What follows belongs to an exercise in optimizing a design on an open flow for small area, a short achievable clock period and few clock cycles per item; a production flow would make more cautious choices.
The RTL was checked by simulation tests, not by an equivalence proof against the original design.
Power figures rest on the tool's default switching activity, not on a simulated workload.

==> flow/design.v (outline; a module is shown in full before it is edited, if it fits) <==
// module ofc_ctrl: 225 lines
// module ofc_datapath: 15151 lines
// module overlap_add_fir_convolver: 78 lines
module overlap_add_fir_convolver #(
    parameter int MAX_TAPS = ofc_pkg::MAX_TAPS_DEF
) (
    input  logic                                   i_clk,
    input  logic                                   i_rst_n,
    input  logic                                   i_in_valid,
    output logic                                   o_in_stall,
    input  logic                                   i_operation,
    input  logic [ofc_pkg::TAP_IDX_W-1:0]          i_tap_index,
    input  logic signed [ofc_pkg::SAMPLE_BITS-1:0] i_value,
    output logic                                   o_out_valid,
    input  logic                                   i_out_stall,
    output logic signed [ofc_pkg::OUT_W-1:0]       o_filtered,
    input  logic                                   i_cfg_valid,
    output logic                                   o_cfg_ready,
    input  logic [ofc_pkg::CFG_IDX_W-1:0]          i_cfg_index,
    input  logic [ofc_pkg::CFG_DATA_W-1:0]         i_cfg_data
);
  // ...
==> flow/flow/run.sh <==
#!/bin/bash
# Layout flow: the standard flow, except that synthesis skips Yosys's generic ABC pass
# before full-adder extraction (synth -noabc), so extract_fa finds the carry-save tree's
# full adders as written instead of with inverters between them. Flattening and renaming
# are the standard synthesis's (its script with -noabc added). Without that pass a few
# registers get a different polarity suffix in their Yosys name; they are renamed to the
# standard synthesis's names, which is run beside it only for that. The rest of the flow
# is standard.sh unchanged. Each tool's output is in *.log here and under orfs/logs, ref/logs.
set -euo pipefail
W=$PWD
R=results/sky130hd/overlap_add_fir_convolver/base
sed 's/yosys synth -nofsm -noshare {\*}\$args/yosys synth -nofsm -noshare -noabc {*}$args/' \
    synth_recipe.tcl > flow_synth.tcl
grep -q -- '-noabc' flow_synth.tcl
sed "s|SYNTH_SCRIPT=[^ ]*|SYNTH_SCRIPT=$W/flow_synth.tcl|" standard.sh > flow_standard.sh
grep -q "SYNTH_SCRIPT=$W/flow_synth.tcl" flow_standard.sh
sed "s|WORK_HOME=[^ ]*|WORK_HOME=$W/ref|" standard.sh > flow_ref.sh
grep -q "WORK_HOME=$W/ref" flow_ref.sh
bash flow_ref.sh "$W/ref/$R/1_2_yosys.v" > ref_synth_make.log 2>&1 &
REF=$!
bash flow_standard.sh "$W/orfs/$R/1_2_yosys.v" > synth_make.log 2>&1
wait $REF
python3 flow/rename_regs.py "$W/ref/$R/1_2_yosys.v" "$W/orfs/$R/1_2_yosys.v" > rename_regs.log 2>&1
bash flow_standard.sh > flow_make.log 2>&1
==> flow/flow/rename_regs.py <==
#!/usr/bin/env python3
"""Give the registers of a synthesized netlist the instance names the standard synthesis
gives them. Yosys names a register <signal>$_<type>_, where <type> records the polarity of
its enable and reset; without the generic ABC pass some polarities differ, so only that
suffix changes. usage: rename_regs.py REFERENCE.v NETLIST.v (NETLIST.v is rewritten)"""
import re
import sys

SEQ = r'sky130_fd_sc_hd__(?:e?dfx\w+|dfr\w+|dfs\w+|dfb\w+|sdf\w+|edfx\w+)'


def regs(txt):
    return re.findall(r'(' + SEQ + r')\s+(\\\S+|\S+)\s*\(', txt)


def base(name):
    return re.sub(r'\$_[A-Z0-9_]+_$', '', name)


ref_txt = open(sys.argv[1]).read()
txt = open(sys.argv[2]).read()
ref = {}
for typ, name in regs(ref_txt):
    b = base(name)
    assert b not in ref, f"duplicate register {b}"
    ref[b] = (name, re.sub(r'_\d+$', '', typ))
mine = regs(txt)
assert len(mine) == len(ref), f"{len(mine)} registers, reference {len(ref)}"
renames = {}
for typ, name in mine:
    b = base(name)
    assert b in ref, f"register {name} not in reference"
    rname, rtyp = ref[b]
    assert rtyp == re.sub(r'_\d+$', '', typ), f"{name}: {typ} vs {rtyp}"
    if rname != name:
        renames[name] = rname
used = set(n for _, n in mine)
for old, new in renames.items():
    assert new not in used or new in renames, f"name clash {new}"


def sub(m):
    return renames.get(m.group(2), m.group(2))


n = 0
out = []
for line in txt.split('\n'):
    m = re.match(r'^(\s*' + SEQ + r'\s+)(\\\S+|\S+)(\s*\(.*)$', line)
    if m and m.group(2) in renames:
        line = m.group(1) + renames[m.group(2)] + m.group(3)
        n += 1
    out.append(line)
assert n == len(renames), f"renamed {n} of {len(renames)}"
open(sys.argv[2], 'w').write('\n'.join(out))
print(f"renamed {n} registers")
==> flow/standard.sh <==
#!/bin/bash
# synth_recipe.tcl (not shown) runs the flow's synth.tcl, then flattens the netlist and writes it again
# the make line also repeats each setting of config.mk as NAME=value (left out here)
make -C /OpenROAD-flow-scripts/flow DESIGN_CONFIG=/design/flow/config.mk WORK_HOME=/design/flow/orfs CLKGATE_MAP_FILE= SYNTH_SCRIPT=/design/flow/synth_recipe.tcl "${@:-finish}"
==> flow/config.mk <==
export PLATFORM = sky130hd
export DESIGN_NAME = overlap_add_fir_convolver
export DESIGN_NICKNAME = overlap_add_fir_convolver
export VERILOG_FILES = /design/flow/design.v
export SDC_FILE = /design/flow/constraint.sdc
export NUM_CORES = 4
export LEC_CHECK = 0
export CAP_MARGIN = 20
export CORE_MARGIN = 2
export CORE_UTILIZATION = 25
export CTS_CLUSTER_DIAMETER = 80
export CTS_CLUSTER_SIZE = 25
export PLACE_DENSITY = 0.35
export SETUP_SLACK_MARGIN = 3.3
export SLEW_MARGIN = 20
==> flow/constraint.sdc <==
create_clock -name core_clock -period 7.0 [get_ports {i_clk}]
set_input_delay 1.4000 -clock core_clock [delete_from_list [all_inputs] [get_ports {i_clk}]]
set_output_delay 1.4000 -clock core_clock [all_outputs]
set_load 0.01 [all_outputs]
==> results.cfg, run 1 <==
[run_status]
status = finished clean

[timing]
setup_violations = 0
final_hold_viol_count = 0

[synthesis]
synthFlopType = edfxtp_1
synth.avg_cell_area_um2 = 13.90
synth_area_mm2 = 0.2201
seq_area_frac_synth_pct = 49.38
syn_inst = 15840
synth_most_common_cell = edfxtp_1
yosys.cell_types.count = 78

[drt]
num_vias = 138400
dr.first_iter.drc_count = 17620

[final_layout]
signal_buffers = 537
area_delta_synth_final_pct = 12.95
nFillCells = 88700
seq_cells = 4200
seq_area_mm2 = 0.1091
buf_share_pct = 1.822

[place]
gp_congestion = 0.9881
dp_hpwl_mm = 940.9

[grt]
met2_usage_pct = 38.41
overflow = 0
busiest_layer = met2

[critical_path]
cp_cell_sequence = fa_1 > fa_1 > fa_1 > fa_1 > fa_1
worst_ep_arrival_time_ps = 4710
cp_max_fo = 1
ff2ff_path_depth = 5
critical_path.slowest_cell = fa_1
setup.worst_path.end_class = register

[floorplan]
tap_cells = 11590
die_y_um = 942.3

[job]
max_cap_violations = 0

[clock_network]
post_cts_buffers = 23
clock_path_buffers = 4
cts_made_buffers = 339
ctsRootBufferMaster = clkbuf_16

[power]
comb_power_mw = 32.4
Testbench counts, summed over its fixed seeds: cycles 4,360, items 1,536.
==> run 2, diff against run 1 <==
--- a/flow/config.mk
+++ b/flow/config.mk
@@ -9,7 +9,7 @@
 export CORE_MARGIN = 2
 export CORE_UTILIZATION = 25
-export CTS_CLUSTER_DIAMETER = 80
-export CTS_CLUSTER_SIZE = 25
+export CTS_CLUSTER_DIAMETER = 90
+export CTS_CLUSTER_SIZE = 28
 export PLACE_DENSITY = 0.35
-export SETUP_SLACK_MARGIN = 3.3
+export SETUP_SLACK_MARGIN = 3.5
 export SLEW_MARGIN = 20
==> run 2 against run 1 <==
Against the previous run:
- sequential share of layout area grew 0.052 points
- critical path type unchanged
- first-iteration DRC count decreased by 0.52%
- worst setup slack gained 190 ps
- flip-flop and latch count did not move
- hold slack worse by 4.7 ps
- still clean on timing, DRC and antenna
- clock skew is 15 ps higher
- sequential power is essentially flat
- count of clock-buffer cells in the layout is 75 lower
- routed wire length rose by 0.87%
- final cell count about the same
- maximum frequency grew 5.3%
- total power is 1.4% lower
==> results.cfg, run 2 <==
[run_status]
status = finished clean

[power]
power.switching_mw = 38.34
combPwrFrac_pct = 37.6
power.share.switching_pct = 43.29
p_int_mw = 50.22
peakVddDrop_uv = 533.5
leakage_nw = 107.0
sequentialPowerShare_pct = 40.0
p_per_area_mw_per_mm2 = 355.3
clockPowerShare_pct = 22.4

[synthesis]
synth_top_area_share_pct = 33.55
synth_common_cells = 2459 x edfxtp_1, 2313 x fa_1, 2057 x xor2_1, 1908 x a22o_1, 1741 x dfxtp_1
synth_most_common_cell = edfxtp_1
postSynthNetCount = 18480
synth_area_leaders = edfxtp_1 34%, fa_1 21%, dfxtp_1 16%, xor2_1 8.2%, a22o_1 7.6%
yosys_register_bits = 4200
synthFlopType = edfxtp_1
syn_inst = 15840
synth_area_mm2 = 0.2201
synth_edf_count = 2459
synth.avg_cell_area_um2 = 13.90
yosys.cell_types.count = 78
synthArstFlopShare_pct = 0
seq_area_frac_synth_pct = 49.38
synth_top_area_cell = edfxtp_1
yosysWarnings = 12

[floorplan]
fp.dieW_um = 942.3
dieArea_mm2 = 0.8880
die_y_um = 942.3
io_pins = 78
design.core.area_mm2 = 0.8776
rows = 344
start_util_pct = 25.08

[drt]
dr.pass1.iters = 6
wl_mm = 1143
viasPerCell = 5.048
wl_per_cell_um = 41.71
route.detailed.drc = 0
dr.first_iter.drc_count = 17530
ant_nets = 0
num_vias = 138300

[job]
max_cap_violations = 0

[grt]
grt_first_pass_wirelength_mm = 1459
grtUsageTotal_pct = 25.00
grt_pass1_vias = 137800
overflow = 0
antenna_found_initial = 181
grt_max_degree = 166

[critical_path]
r2r-start = u_ctrl.r_fill[3]
cp_top_family = simple AND/OR/NAND/NOR gates
worst-path-buf-inv = 4
worst-path-stages = 17
required_ps = 7940
setup.worst_path.end_class = register
critical_path.slowest_cell = dfxtp_4
start_kind = register
regToRegSetupSlack_ps = 3410
ff2ff_path_depth = 17
path_class = register to register
timing.rr.end = u_ctrl.r_sel[2]
cp_max_fo = 11
crit_end = u_ctrl.r_sel[2]
worst_ep_arrival_time_ps = 4540
slowest_delay_ps = 360
cp_cell_sequence = nor4_4 > nand3_2 > mux2i_2 > ha_1 > nor2b_1 > o21a_1 > o21a_1 > o21ai_4 > a21o_1 > mux2i_2 > or2_4 > buf_12 > buf_4 > buf_6 > nor3_4 > buf_12 > a21oi_1
setup.worst_path.start = u_ctrl.r_fill[3]

[final_layout]
mostFrequentLayoutCell = edfxtp_1
nFillCells = 88730
final_cell_mix = 2459 x edfxtp_1, 2180 x fa_1, 2032 x xor2_1
final_nets = 18110
area_delta_synth_final_pct = 13.24
drive_gt1_share_pct = 12.18
utilization_pct = 28.40
stdcell_count = 27410
final_area_mm2 = 0.2493
reg_top3 = u_datapath.r_coef: 1024 flops, u_datapath.r_hist: 1024 flops, u_datapath.r_cut0: 844 flops

[clock_network]
tritoncts = built
cts.sink_count = 4200
cts_made_buffers = 285
clk_pin_slew_ps = 100
clock_path_buffers = 4
ctsHtreeMaxLevel = 5
clk_latency_ps = 1110
ctsRootBufferMaster = clkbuf_16

[place]
dp_hpwl_mm = 944.6
gp_congestion = 1.019
io_buffers = 76
postPlaceCellArea_mm2 = 0.2339
dp_cells = 26620

[timing]
period_needed_ps = 3591
fmax_mhz = 278.5
fin_worst_skew_ps = 121.3
setup_violations = 0
worstMarginPinSlew_ps = 1363
setup_tns_ps = 0
final_hold_viol_count = 0
slew_viol_final = 0
slew_headroom_pct = 8.907
fin_crit_sh_pct = 51.30
rsz0062_at_grt = true

[hold_path]
hp-class = register to register
run 2: cell counts after synthesis:
No cell type changed its count.
run 2: area by class of cell:
cell class | instances | area (µm²) | area share (%)
flip-flops and latches | 4200 | 109500 | 43.93
multi-input cells | 9853 | 106900 | 42.89
well taps | 11590 | 14500 | 5.818
clock buffers | 305 | 7335 | 2.943
repair buffers | 642 | 5664 | 2.272
clock inverters | 215 | 3211 | 1.288
inverters | 487 | 1866 | 0.7484
diodes | 112 | 280.3 | 0.1124
run 2: metrics by stage:
| stage | hold WS, ps | power [mW] | setup WS (ps) |
|---|---|---|---|
| after global placement | 316.0 | 67.47 | 2527 |
| after detailed placement | 322.7 | 67.44 | 2523 |
| after CTS | 337.1 | 88.03 | 3329 |
| after floorplan | 309.6 | 48.69 | 3009 |
| final | 332.3 | 88.57 | 3409 |
| after global routing | 341.6 | 91.35 | 3252 |
run 2: repair_timing:
action | in CTS | in global routing
setup buffers | 52 | 91
pin swaps | 71 | 55
gates resized for setup | 813 | 276
cloned | 4 | 2
endpoints found under the setup margin | 699 | 472
hold buffers | 0 | 0
hold endpoints to repair | 0 | 0
run 2: power by group through the flow:
stage          combinational (mW)  sequential (mW)  clock (mW)
5_1_grt                      34.7             35.6        21.1
3_3_place_gp                 31.7             35.8           0
3_5_place_dp                 31.7             35.7           0
4_1_cts                      32.4             35.3        20.3
2_1_floorplan                17.1             31.6           0
6_report                     33.3             35.4        19.8
run 2: metal layers:
metal	global-route usage [%]	share of wire [%]	routed length, µm	vias up
li1	-	-	-	55860
met1	35.01	45	510600	75880
met2	38.55	44	503800	5420
met3	3.919	6.1	69400	1111
met4	10.42	5.1	58800	64
met5	0	0.038	430	-
run 2: worst min-delay path by stage:
stage	from	endpoint	slack [ps]	cells past startpoint
6_report	u_ctrl.r_st_int[2]	u_ctrl.r_fin_int	330	0
3_3_place_gp	u_ctrl.r_st_int[2]	u_ctrl.r_fin_int	320	0
2_1_floorplan	u_ctrl.r_st_int[2]	u_ctrl.r_fin_int	310	0
5_1_grt	u_ctrl.r_st_int[2]	u_ctrl.r_fin_int	340	0
4_1_cts	u_ctrl.r_st_int[2]	u_ctrl.r_fin_int	340	0
3_5_place_dp	u_ctrl.r_st_int[1]	u_ctrl.r_st_int[2]	320	0
run 2: cells by family after synthesis:
group	Yosys count	synth area share (%)
simple gates	1389	2.721
fa+ha+maj	2602	22.68
mux	54	0.2689
other cells	1	0.001704
buf+inv	1789	3.063
compound gates	3695	13.49
xor+xnor	2111	8.400
flops	4200	49.38

static timing again, ports no longer ideal:
The flow's constraints put no driver on any port. The routed layouts listed below were extracted and timed again, unchanged, in two steps. Step 1 assumes that a clkbuf_16 drives the clock port and a buf_2 every other input. Step 2 times the ports against the registers' clock, not the clock port: input delays grow and output delays shrink by t, the midpoint of the rising clock arrivals with the driver on. Slacks: ideal ports / drivers / drivers and shift; pairs: ideal ports / drivers.
run	t (ns)	setup WS [ns]	hold WS [ns]	worst slew at a driven data input, ns
run 1	1.212	3.220 / 3.220 / 2.955	0.337 / 0.337 / 0.337	0.10
run 2	1.212	3.409 / 3.409 / 2.665	0.332 / 0.332 / 0.332	0.10
After both steps setup and hold are still met in every run listed. The setup slack of run 2, which loses most, moves by 0.000 ns with the drivers and by -0.744 ns with both steps.
